Context: an optimization exercise on an open-source flow, tuned for small area, a short achievable clock period and few clock cycles per item. The choices shown serve that exercise and are no tape-out recipe.
Only simulation tests tie the RTL to the original design; equivalence was not proved.

--- flow/config.mk ---
export PLATFORM = sky130hd
export DESIGN_NAME = tree_group_shrink_top
export DESIGN_NICKNAME = tree_group_shrink_top
export VERILOG_FILES = /design/flow/design.v
export SDC_FILE = /design/flow/constraint.sdc
export NUM_CORES = 8
export LEC_CHECK = 0
export CAP_MARGIN = 20
export CORE_MARGIN = 2
export CORE_UTILIZATION = 40
export SLEW_MARGIN = 20
--- flow/constraint.sdc ---
create_clock -name core_clock -period 18.0 [get_ports {clk_i}]
set_input_delay 3.6000 -clock core_clock [delete_from_list [all_inputs] [get_ports {clk_i}]]
set_output_delay 3.6000 -clock core_clock [all_outputs]
set_load 0.01 [all_outputs]
--- flow/design.v ---
`timescale 1ns / 1ps
`default_nettype none
package tgs_pkg;
  localparam int unsigned MaxLenDefault = 64;
  localparam int unsigned MaxGroupsDefault = 64;
  localparam logic [6:0] LenReset = 7'd64;
  localparam logic [1:0] OpLoadElem = 2'd0;
  localparam logic [1:0] OpLoadGroup = 2'd1;
  localparam logic [1:0] OpRun = 2'd2;
  localparam logic [1:0] OpUnused = 2'd3;
  localparam logic [1:0] StatOk = 2'd0;
  localparam logic [1:0] StatBadRoot = 2'd1;
  localparam logic [1:0] StatBadRange = 2'd2;
  typedef struct packed {
    logic [1:0] op;
    logic [5:0] elem_index;
    logic signed [31:0] elem_value;
    logic [5:0] group_slot;
    logic signed [7:0] group_start;
    logic signed [7:0] group_end;
    logic [30:0] group_weight;
    logic [6:0] group_count;
  } in_word_t;
  typedef struct packed {
    logic signed [31:0] out_value;
    logic [5:0] out_index;
    logic last;
    logic [1:0] status;
  } out_word_t;
  typedef struct packed {
    logic start;
    logic is_div;
    logic [69:0] a;
    logic [36:0] b;
  } alu_cmd_t;
endpackage
`default_nettype wire
`timescale 1ns / 1ps
`default_nettype none
import tgs_pkg::*;
module tgs_alu (
  input  wire logic clk_i,
  input  wire logic rst_ni,
  input  tgs_pkg::alu_cmd_t cmd_i,
  output logic done_o,
  output logic [36:0] res_o
);
  logic [37:0] rem_q, rem_d;
  logic [69:0] src_q, src_d;
  logic [36:0] root_q, root_d, div_q;
  logic [5:0] cnt_q, cnt_d;
  logic busy_q, busy_d, div_mode_q, div_mode_d, done_d;
  logic [39:0] trial;
  logic [37:0] dtrial;
  always_comb begin
    rem_d = rem_q;
    src_d = src_q;
    root_d = root_q;
    cnt_d = cnt_q;
    busy_d = busy_q;
    div_mode_d = div_mode_q;
    done_d = 1'b0;
    trial = '0;
    dtrial = '0;
    if (cmd_i.start) begin
      busy_d = 1'b1;
      div_mode_d = cmd_i.is_div;
      src_d = cmd_i.a;
      rem_d = cmd_i.is_div ? {1'b0, cmd_i.a[36:0]} : '0;
      root_d = '0;
      cnt_d = cmd_i.is_div ? 6'd32 : 6'd35;
    end else if (busy_q) begin
      if (div_mode_q) begin
        dtrial = {rem_q[36:0], 1'b0};
        if (dtrial >= {1'b0, div_q}) begin
          rem_d = dtrial - {1'b0, div_q};
          root_d = {root_q[35:0], 1'b1};
        end else begin
          rem_d = dtrial;
          root_d = {root_q[35:0], 1'b0};
        end
      end else begin
        trial = {1'b0, rem_q[36:0], src_q[69:68]} - {3'd0, root_q[34:0], 2'b01};
        src_d = {src_q[67:0], 2'b00};
        if (!trial[39]) begin
          rem_d = trial[37:0];
          root_d = {root_q[35:0], 1'b1};
        end else begin
          rem_d = {rem_q[35:0], src_q[69:68]};
          root_d = {root_q[35:0], 1'b0};
        end
      end
      cnt_d = cnt_q - 6'd1;
      if (cnt_q == 6'd1) begin
        busy_d = 1'b0;
        done_d = 1'b1;
      end
    end
  end
  always_ff @(posedge clk_i or negedge rst_ni) begin
    if (!rst_ni) begin
      busy_q <= 1'b0;
      done_o <= 1'b0;
    end else begin
      busy_q <= busy_d;
      done_o <= done_d;
    end
  end
  always_ff @(posedge clk_i) begin
    rem_q <= rem_d;
    src_q <= src_d;
    root_q <= root_d;
    cnt_q <= cnt_d;
    div_mode_q <= div_mode_d;
    if (cmd_i.start) div_q <= cmd_i.b;
  end
  assign res_o = root_q;
endmodule
`default_nettype wire
`timescale 1ns / 1ps
`default_nettype none
import tgs_pkg::*;
module tree_group_shrink_top #(
  parameter int unsigned MaxLen = tgs_pkg::MaxLenDefault,
  parameter int unsigned MaxGroups = tgs_pkg::MaxGroupsDefault
) (
  input  wire logic clk_i,
  input  wire logic rst_ni,
  input  wire logic start,
  output logic busy,
  input  tgs_pkg::in_word_t in_word_i,
  input  wire logic cfg_valid_i,
  output logic cfg_ready_o,
  input  wire logic [6:0] cfg_data_i,
  output logic out_valid_o,
  output tgs_pkg::out_word_t out_word_o
);
  localparam int unsigned LW = $clog2(MaxLen);
  localparam int unsigned GW = (MaxGroups > 1) ? $clog2(MaxGroups) : 1;
  typedef enum logic [3:0] {
    S_IDLE, S_CHK_RD, S_CHK, S_ROOT_RD, S_ROOT, S_GRP_RD, S_GRP, S_SUM_RD, S_SUM,
    S_SQRT, S_DIV, S_SCL_RD, S_SCL, S_EMIT_RD, S_EMIT
  } state_e;
  state_e state_q;
  logic [6:0] len_q;
  logic [7:0] n_q, cnt_q;
  logic [8:0] gi_q;
  logic first_q;
  logic [6:0] j_q;
  logic signed [7:0] s_q, e_q;
  logic [30:0] lam_q;
  logic [69:0] acc_q;
  logic [32:0] ratio_q;
  logic scale_q;
  logic [1:0] err_q;
  logic [31:0] vmem [MaxLen];
  logic [31:0] xmem [MaxLen];
  logic [7:0] smem [MaxGroups];
  logic [7:0] emem [MaxGroups];
  logic [30:0] wmem [MaxGroups];
  logic [31:0] vrd_q, xrd_q;
  logic [7:0] srd_q, erd_q;
  logic [30:0] wrd_q;
  logic [LW-1:0] vra;
  logic [GW-1:0] gra;
  logic [GW-1:0] gwa;
  logic vwe;
  logic [LW-1:0] vwa;
  logic [31:0] vwd;
  logic xwe;
  logic [31:0] xwd;
  tgs_pkg::alu_cmd_t cmd;
  logic alu_done;
  logic [36:0] alu_res;
  tgs_alu u_alu (.clk_i, .rst_ni, .cmd_i(cmd), .done_o(alu_done), .res_o(alu_res));
  assign cfg_ready_o = (state_q == S_IDLE);
  assign busy = (state_q != S_IDLE);
  logic signed [32:0] v33;
  logic [31:0] mag;
  logic [63:0] sq;
  logic signed [33:0] thr_val;
  logic [63:0] prod;
  logic [31:0] scaled;
  logic [31:0] soft_res;
  logic [61:0] lam_sq;
  logic grp_big;
  logic sum_end;
  assign v33 = {vrd_q[31], vrd_q};
  assign mag = xrd_q[31] ? (32'd0 - xrd_q) : xrd_q;
  assign sq = mag * mag;
  assign prod = mag * ratio_q;
  assign scaled = xrd_q[31] ? (32'd0 - prod[63:32]) : prod[63:32];
  assign lam_sq = lam_q * lam_q;
  assign grp_big = (acc_q > {8'd0, lam_sq});
  assign sum_end = (j_q > 7'(e_q) - 7'd1);
  always_comb begin
    thr_val = '0;
    if (v33 > $signed({2'b0, lam_q})) thr_val = v33 - $signed({2'b0, lam_q});
    else if (v33 < -$signed({2'b0, lam_q})) thr_val = v33 + $signed({2'b0, lam_q});
    if (thr_val > 34'sd2147483647) soft_res = 32'h7fffffff;
    else if (thr_val < -34'sd2147483648) soft_res = 32'h80000000;
    else soft_res = thr_val[31:0];
  end
  logic bad_range;
  logic signed [8:0] sx, ex;
  assign sx = {srd_q[7], srd_q};
  assign ex = {erd_q[7], erd_q};
  assign bad_range = (sx <= ex) && ((sx < 9'sd1) || (ex > $signed({1'b0, n_q})));
  assign vwa = in_word_i.elem_index[LW-1:0];
  assign vwd = in_word_i.elem_value;
  assign gwa = GW'(in_word_i.group_slot);
  always_comb begin
    vra = j_q[LW-1:0];
    gra = gi_q[GW-1:0];
    vwe = (state_q == S_IDLE) && start && (in_word_i.op == OpLoadElem) &&
          ({2'b0, in_word_i.elem_index} < 8'(MaxLen));
    xwe = 1'b0;
    xwd = vrd_q;
    if (state_q == S_ROOT) begin
      xwe = 1'b1;
      xwd = first_q ? soft_res : vrd_q;
    end else if (state_q == S_SCL) begin
      xwe = 1'b1;
      xwd = scale_q ? scaled : 32'd0;
    end
  end
  always_ff @(posedge clk_i) begin
    if (vwe) vmem[vwa] <= vwd;
    if (xwe) xmem[vra] <= xwd;
    if (state_q == S_IDLE && start && in_word_i.op == OpLoadGroup &&
        {3'b0, in_word_i.group_slot} < 9'(MaxGroups)) begin
      smem[gwa] <= in_word_i.group_start;
      emem[gwa] <= in_word_i.group_end;
      wmem[gwa] <= in_word_i.group_weight;
    end
    vrd_q <= vmem[vra];
    xrd_q <= xmem[vra];
    srd_q <= smem[gra];
    erd_q <= emem[gra];
    wrd_q <= wmem[gra];
  end
  always_comb begin
    cmd = '0;
    if (state_q == S_SUM && sum_end && grp_big) begin
      cmd.start = 1'b1;
      cmd.a = acc_q;
    end else if (state_q == S_SQRT && alu_done) begin
      cmd.start = 1'b1;
      cmd.is_div = 1'b1;
      cmd.a = {33'd0, alu_res - {6'd0, lam_q}};
      cmd.b = alu_res;
    end
  end
  always_ff @(posedge clk_i or negedge rst_ni) begin
    if (!rst_ni) begin
      state_q <= S_IDLE;
      len_q <= LenReset;
      out_valid_o <= 1'b0;
      out_word_o <= '0;
      n_q <= '0;
      cnt_q <= '0;
      gi_q <= '0;
      first_q <= 1'b0;
      j_q <= '0;
      s_q <= '0;
      e_q <= '0;
      lam_q <= '0;
      acc_q <= '0;
      ratio_q <= '0;
      scale_q <= 1'b0;
      err_q <= StatOk;
    end else begin
      out_valid_o <= 1'b0;
      unique case (state_q)
        S_IDLE: begin
          if (cfg_valid_i) len_q <= cfg_data_i;
          if (start && in_word_i.op == OpRun) begin
            n_q <= (len_q == 7'd0) ? 8'd1 : ((len_q > 7'(MaxLen)) ? 8'(MaxLen) : {1'b0, len_q});
            cnt_q <= (9'(in_word_i.group_count) > 9'(MaxGroups)) ? 8'(MaxGroups)
                     : {1'b0, in_word_i.group_count};
            gi_q <= '0;
            first_q <= 1'b0;
            err_q <= StatOk;
            state_q <= S_CHK_RD;
          end
        end
        S_CHK_RD: begin
          if ({1'b0, gi_q} >= {2'b0, cnt_q}) begin
            gi_q <= first_q ? 9'd1 : 9'd0;
            j_q <= '0;
            state_q <= S_ROOT_RD;
          end else state_q <= S_CHK;
        end
        S_CHK: begin
          if (gi_q == 9'd0 && srd_q == 8'hff) begin
            if (erd_q != 8'hff) begin
              err_q <= StatBadRoot;
              state_q <= S_EMIT;
            end else begin
              first_q <= 1'b1;
              gi_q <= gi_q + 9'd1;
              state_q <= S_CHK_RD;
            end
          end else if (bad_range) begin
            err_q <= StatBadRange;
            state_q <= S_EMIT;
          end else begin
            gi_q <= gi_q + 9'd1;
            state_q <= S_CHK_RD;
          end
          if (gi_q == 9'd0) lam_q <= wrd_q;
        end
        S_ROOT_RD: state_q <= S_ROOT;
        S_ROOT: begin
          if (j_q + 7'd1 >= n_q[6:0]) state_q <= S_GRP_RD;
          else state_q <= S_ROOT_RD;
          j_q <= j_q + 7'd1;
        end
        S_GRP_RD: begin
          if ({1'b0, gi_q} >= {2'b0, cnt_q}) begin
            j_q <= '0;
            state_q <= S_EMIT_RD;
          end else state_q <= S_GRP;
        end
        S_GRP: begin
          s_q <= srd_q;
          e_q <= erd_q;
          lam_q <= wrd_q;
          acc_q <= '0;
          if ($signed(srd_q) > $signed(erd_q)) begin
            gi_q <= gi_q + 9'd1;
            state_q <= S_GRP_RD;
          end else begin
            j_q <= 7'(srd_q) - 7'd1;
            state_q <= S_SUM_RD;
          end
        end
        S_SUM_RD: state_q <= S_SUM;
        S_SUM: begin
          if (sum_end) begin
            if (grp_big) begin
              state_q <= S_SQRT;
            end else begin
              ratio_q <= '0;
              scale_q <= 1'b0;
              j_q <= 7'(s_q) - 7'd1;
              state_q <= S_SCL_RD;
            end
          end else begin
            acc_q <= acc_q + {6'd0, sq};
            j_q <= j_q + 7'd1;
            state_q <= (j_q + 7'd1 > 7'(e_q) - 7'd1) ? S_SUM : S_SUM_RD;
          end
        end
        S_SQRT: if (alu_done) begin
          state_q <= S_DIV;
        end
        S_DIV: if (alu_done) begin
          ratio_q <= (lam_q == 31'd0) ? 33'h1_0000_0000 : alu_res[32:0];
          scale_q <= 1'b1;
          j_q <= 7'(s_q) - 7'd1;
          state_q <= S_SCL_RD;
        end
        S_SCL_RD: state_q <= S_SCL;
        S_SCL: begin
          j_q <= j_q + 7'd1;
          if (j_q + 7'd1 > 7'(e_q) - 7'd1) begin
            gi_q <= gi_q + 9'd1;
            state_q <= S_GRP_RD;
          end else state_q <= S_SCL_RD;
        end
        S_EMIT_RD: state_q <= S_EMIT;
        S_EMIT: begin
          out_valid_o <= 1'b1;
          if (err_q != StatOk) begin
            out_word_o <= {32'd0, 6'd0, 1'b1, err_q};
            state_q <= S_IDLE;
          end else begin
            out_word_o <= {xrd_q, j_q[5:0], (j_q + 7'd1 == n_q[6:0]), StatOk};
            j_q <= j_q + 7'd1;
            state_q <= (j_q + 7'd1 == n_q[6:0]) ? S_IDLE : S_EMIT_RD;
          end
        end
        default: state_q <= S_IDLE;
      endcase
    end
  end
endmodule
`default_nettype wire
--- flow/run.sh ---
#!/bin/bash
# synth_recipe.tcl (not shown) runs the flow's synth.tcl, then flattens the netlist and writes it again
# the make line also repeats each setting of config.mk as NAME=value (left out here)
make -C /OpenROAD-flow-scripts/flow DESIGN_CONFIG=/design/flow/config.mk WORK_HOME=/design/flow/orfs CLKGATE_MAP_FILE= SYNTH_SCRIPT=/design/flow/synth_recipe.tcl finish
==> summary.txt <==
Layout
  – Finished Cell Area: 431000 sq um
  – Layout area overhead: 12.0%
  – Layout Nets: 29886
  – Layout cells sized above 1: 0.124
  – Multi-input gate area: 143000 sq um
  – Fin util: 0.449
  – Commonest non-fill, non-tap cell in the layout: edfxtp_1
  – Most frequent cells in the layout: edfxtp_1 (7255), inv_1 (3122), fa_1 (2548)
  – Fill cells: 83949
  – Register area: 227000 sq um

Global route
  – First-pass GRT wire length: 1760000 microns
  – Initial antenna violation count: 104
  – GRT Total Usage: 0.253
  – Vias in the first global route: 236234
  – Total gr overflow: 0
  – Largest net degree at the start of global routing: 113

Synthesis
  – Synth Area per Inst: 14.9 sq um
  – Post-synthesis cell count: 25784
  – Synth Flop Type: edfxtp_1
  – FF+latch count, synth: 7640
  – Sequential-to-total area share from yosys stat: 0.590
  – Post-synth EDFFs: 7255
  – Ys Warns: 2
  – Synthesized area: 385000 sq um
  – Asr flop ratio synth: 0.0310
  – Count of cell types in the netlist: 98

Setup path
  – CP max-delay cell: a221oi_1
  – FF-to-FF path depth: 36
  – CP arrival: 16.46 ns
  – Critical path fanouts, max: 64
  – Critical path capture point type: flop
  – CP startpoint kind: flop
  – Critical Path RT: 18.74 ns
  – Most Frequent Cell on Critical Path: fa_1
  – Critical path's largest stage delay: 0.88 ns
  – Critical path class: flop to flop

Clock network
  – CTS Sinks: 7640
  – Clock Latency Late Sink: 1.16 ns
  – CTS resizes: 0
  – Reg clk slew, reported paths: 0.06 ns
  – Total CTS buffers: 793
  – Clock root buffer: clkbuf_16
  – Max clock buf depth: 5
  – Post-CTS Setup Bufs: 0
  – CTS tree: done
  – Post-CTS Hold Buffers: 0
  – H-tree levels: 6

Outcome
  – Outcome: finished clean

Place
  – Worst slack at placement: 2.44 ns
  – Post-Place Cell Area: 405000 sq um
  – HPWL after detailed placement: 772000 microns
  – # port buffers: 154
  – GPL Wtd Cong: 0.914

Flow run
  – Count of max-cap constraint violations: 0

Routing
  – Routed vias/inst: 5.89
  – First-pass iteration count of the detailed router: 8
  – DRT iter0 DRCs: 30622
  – Number of routed nets with antenna violations: 0
  – Drt drc: 0
  – Final wirelength: 1250000 microns
  – Routed len/inst: 31.3 microns
  – Via total after detailed routing: 234173

Timing
  – Min Clock Period, post-route: 15.71 ns
  – Fin crit share: 0.873
  – Clock skew: 0.152 ns
  – RSZ-0062 raised after global routing: no
  – Hold Worst Slack: 0.381 ns
  – Setup TNS Final: 0 ns
  – Fmax achieved: 63.6 MHz
  – Final Hold Fails: 0
  – Slew Viols, Final: 0
  – Relative slew slack: 0.145
  – Finish-stage setup viols: 0
  – Final WS setup: 2.29 ns
  – Slew @ Worst Pin: 1.27 ns

Floorplanning
  – Starting density of the core: 0.401
  – Die W: 985 microns
  – Core area: 960000 sq um
  – Full die area: 969000 sq um
  – Die height: 985 microns
  – IO Count: 155
  – FP Rows: 360

Worst hold path
  – Hold crit path type: flop to flop
  – WHS Path Cells: 2
==> synthesized netlist by cell type, types with 209 or more instances <==
master       n  share of area
edfxtp_1  7255           0.57
inv_1     3131          0.031
fa_1      2548           0.13
nand2_1   1838          0.018
a22oi_1   1314          0.026
clkbuf_1  1159          0.011
ha_1      1099          0.036
nor2_1    1013         0.0099
mux4_2     987          0.058
a21oi_1    580         0.0075
o21ai_0    457         0.0059
a22o_1     425         0.0097
a31oi_1    395         0.0064
a221oi_1   391         0.0089
and2_1     338         0.0055
nand3_1    256         0.0033
a21o_1     247         0.0048
dfrtp_1    236          0.015
xnor2_1    220         0.0050
nand4_1    209         0.0034
==> metal layers <==
metal / routed length (microns) / up-vias / GRT usage
li1: - / 95381 / -
met1: 494000 / 123774 / 0.351
met2: 577000 / 12772 / 0.402
met3: 126000 / 2186 / 0.0507
met4: 47600 / 60 / 0.0836
met5: 516 / - / 0
==> cell families (layout without fill, tap and decap cells) <==
kind of cell,Yosys count,count (layout),synth area share
AOI/OAI and AO/OA,4346,4346,0.0806
xor gates and xnor gates,378,378,0.00865
adders and majority gates,3647,3647,0.168
buffers and inverters,4515,5476,0.0441
DFF,7640,7640,0.590
muxes,1057,1057,0.0597
other,2,156,0.0000195
and+or+nand+nor,4199,4199,0.0491
==> area by class of cell <==
class	count	area share
sequential	7640	0.526
multi-input combinational	13652	0.333
clock buffer	993	0.0491
tap	12851	0.0373
inverter	3162	0.0276
timing repair buffer	879	0.0170
clock inverter	442	0.00927
antenna	131	0.000761
==> state kept, by name, summed over array words and instances (netlist names), 37 cells and up <==
signal and flops:
u_alu.src_q 70, u_alu.root_q 37, smem 512, wmem 1984, u_alu.div_q 37, xmem 2048
acc_q 70, out_word_o 41, u_alu.rem_q 37, vmem 2048, emem 512
==> final timing paths <==
| check | end | start | slack (ns) |
|---|---|---|---|
| max | xmem[51][23] | xrd_q[0] | 2.29 |
| min | lam_q[24] | wrd_q[24] | 0.38 |
| max reg2reg | xmem[51][23] | xrd_q[0] | 2.29 |
| min reg2reg | lam_q[24] | wrd_q[24] | 0.38 |
| max in group asynchronous | gi_q[3] | rst_ni | 13.36 |
| min in group asynchronous | acc_q[17] | rst_ni | 2.42 |
==> critical path, delay by kind of cell, from the launching register on <==
| kind | cells | cell delay (ns) |
|---|---|---|
| XOR/XNOR | 2 | 1.21 |
| AO/OA/AOI/OAI | 7 | 3.16 |
| flip-flops | 1 | 0.56 |
| AND/OR/NAND/NOR | 13 | 4.35 |
| adder cells (fa/ha/maj) | 9 | 4.33 |
| buffers and inverters | 5 | 1.64 |
==> stage by stage <==
stage	cells
5_1_grt	39728
2_1_floorplan	25807
3_5_place_dp	38178
4_1_cts	39613
6_report	39750
3_3_place_gp	38162
Testbench counts, summed over its fixed seeds: cycles 177,052, runs 96.

## port drivers added, routing unchanged
The flow's constraints put no driver on any port. The routed layout listed below was extracted and timed again, unchanged, in two steps. Step 1: set_driving_cell puts a clkbuf_16 on clk_i and a buf_2 on each other input, an assumption about the parent block. Step 2 also shifts input and output timing later by t, the mid clock arrival at the registers, as if the neighbouring blocks saw the same clock. a / b / c = ideal / step 1 / step 2; a / b = the first two.
shift t [ns]: 1.248
setup WS [ns]: 2.285 / 2.285 / 2.285
worst setup path after step 2: register to register
After both steps this run still meets setup and hold. For this run, drivers alone change the setup slack by 0.000 ns; drivers and shift together by 0.000 ns.
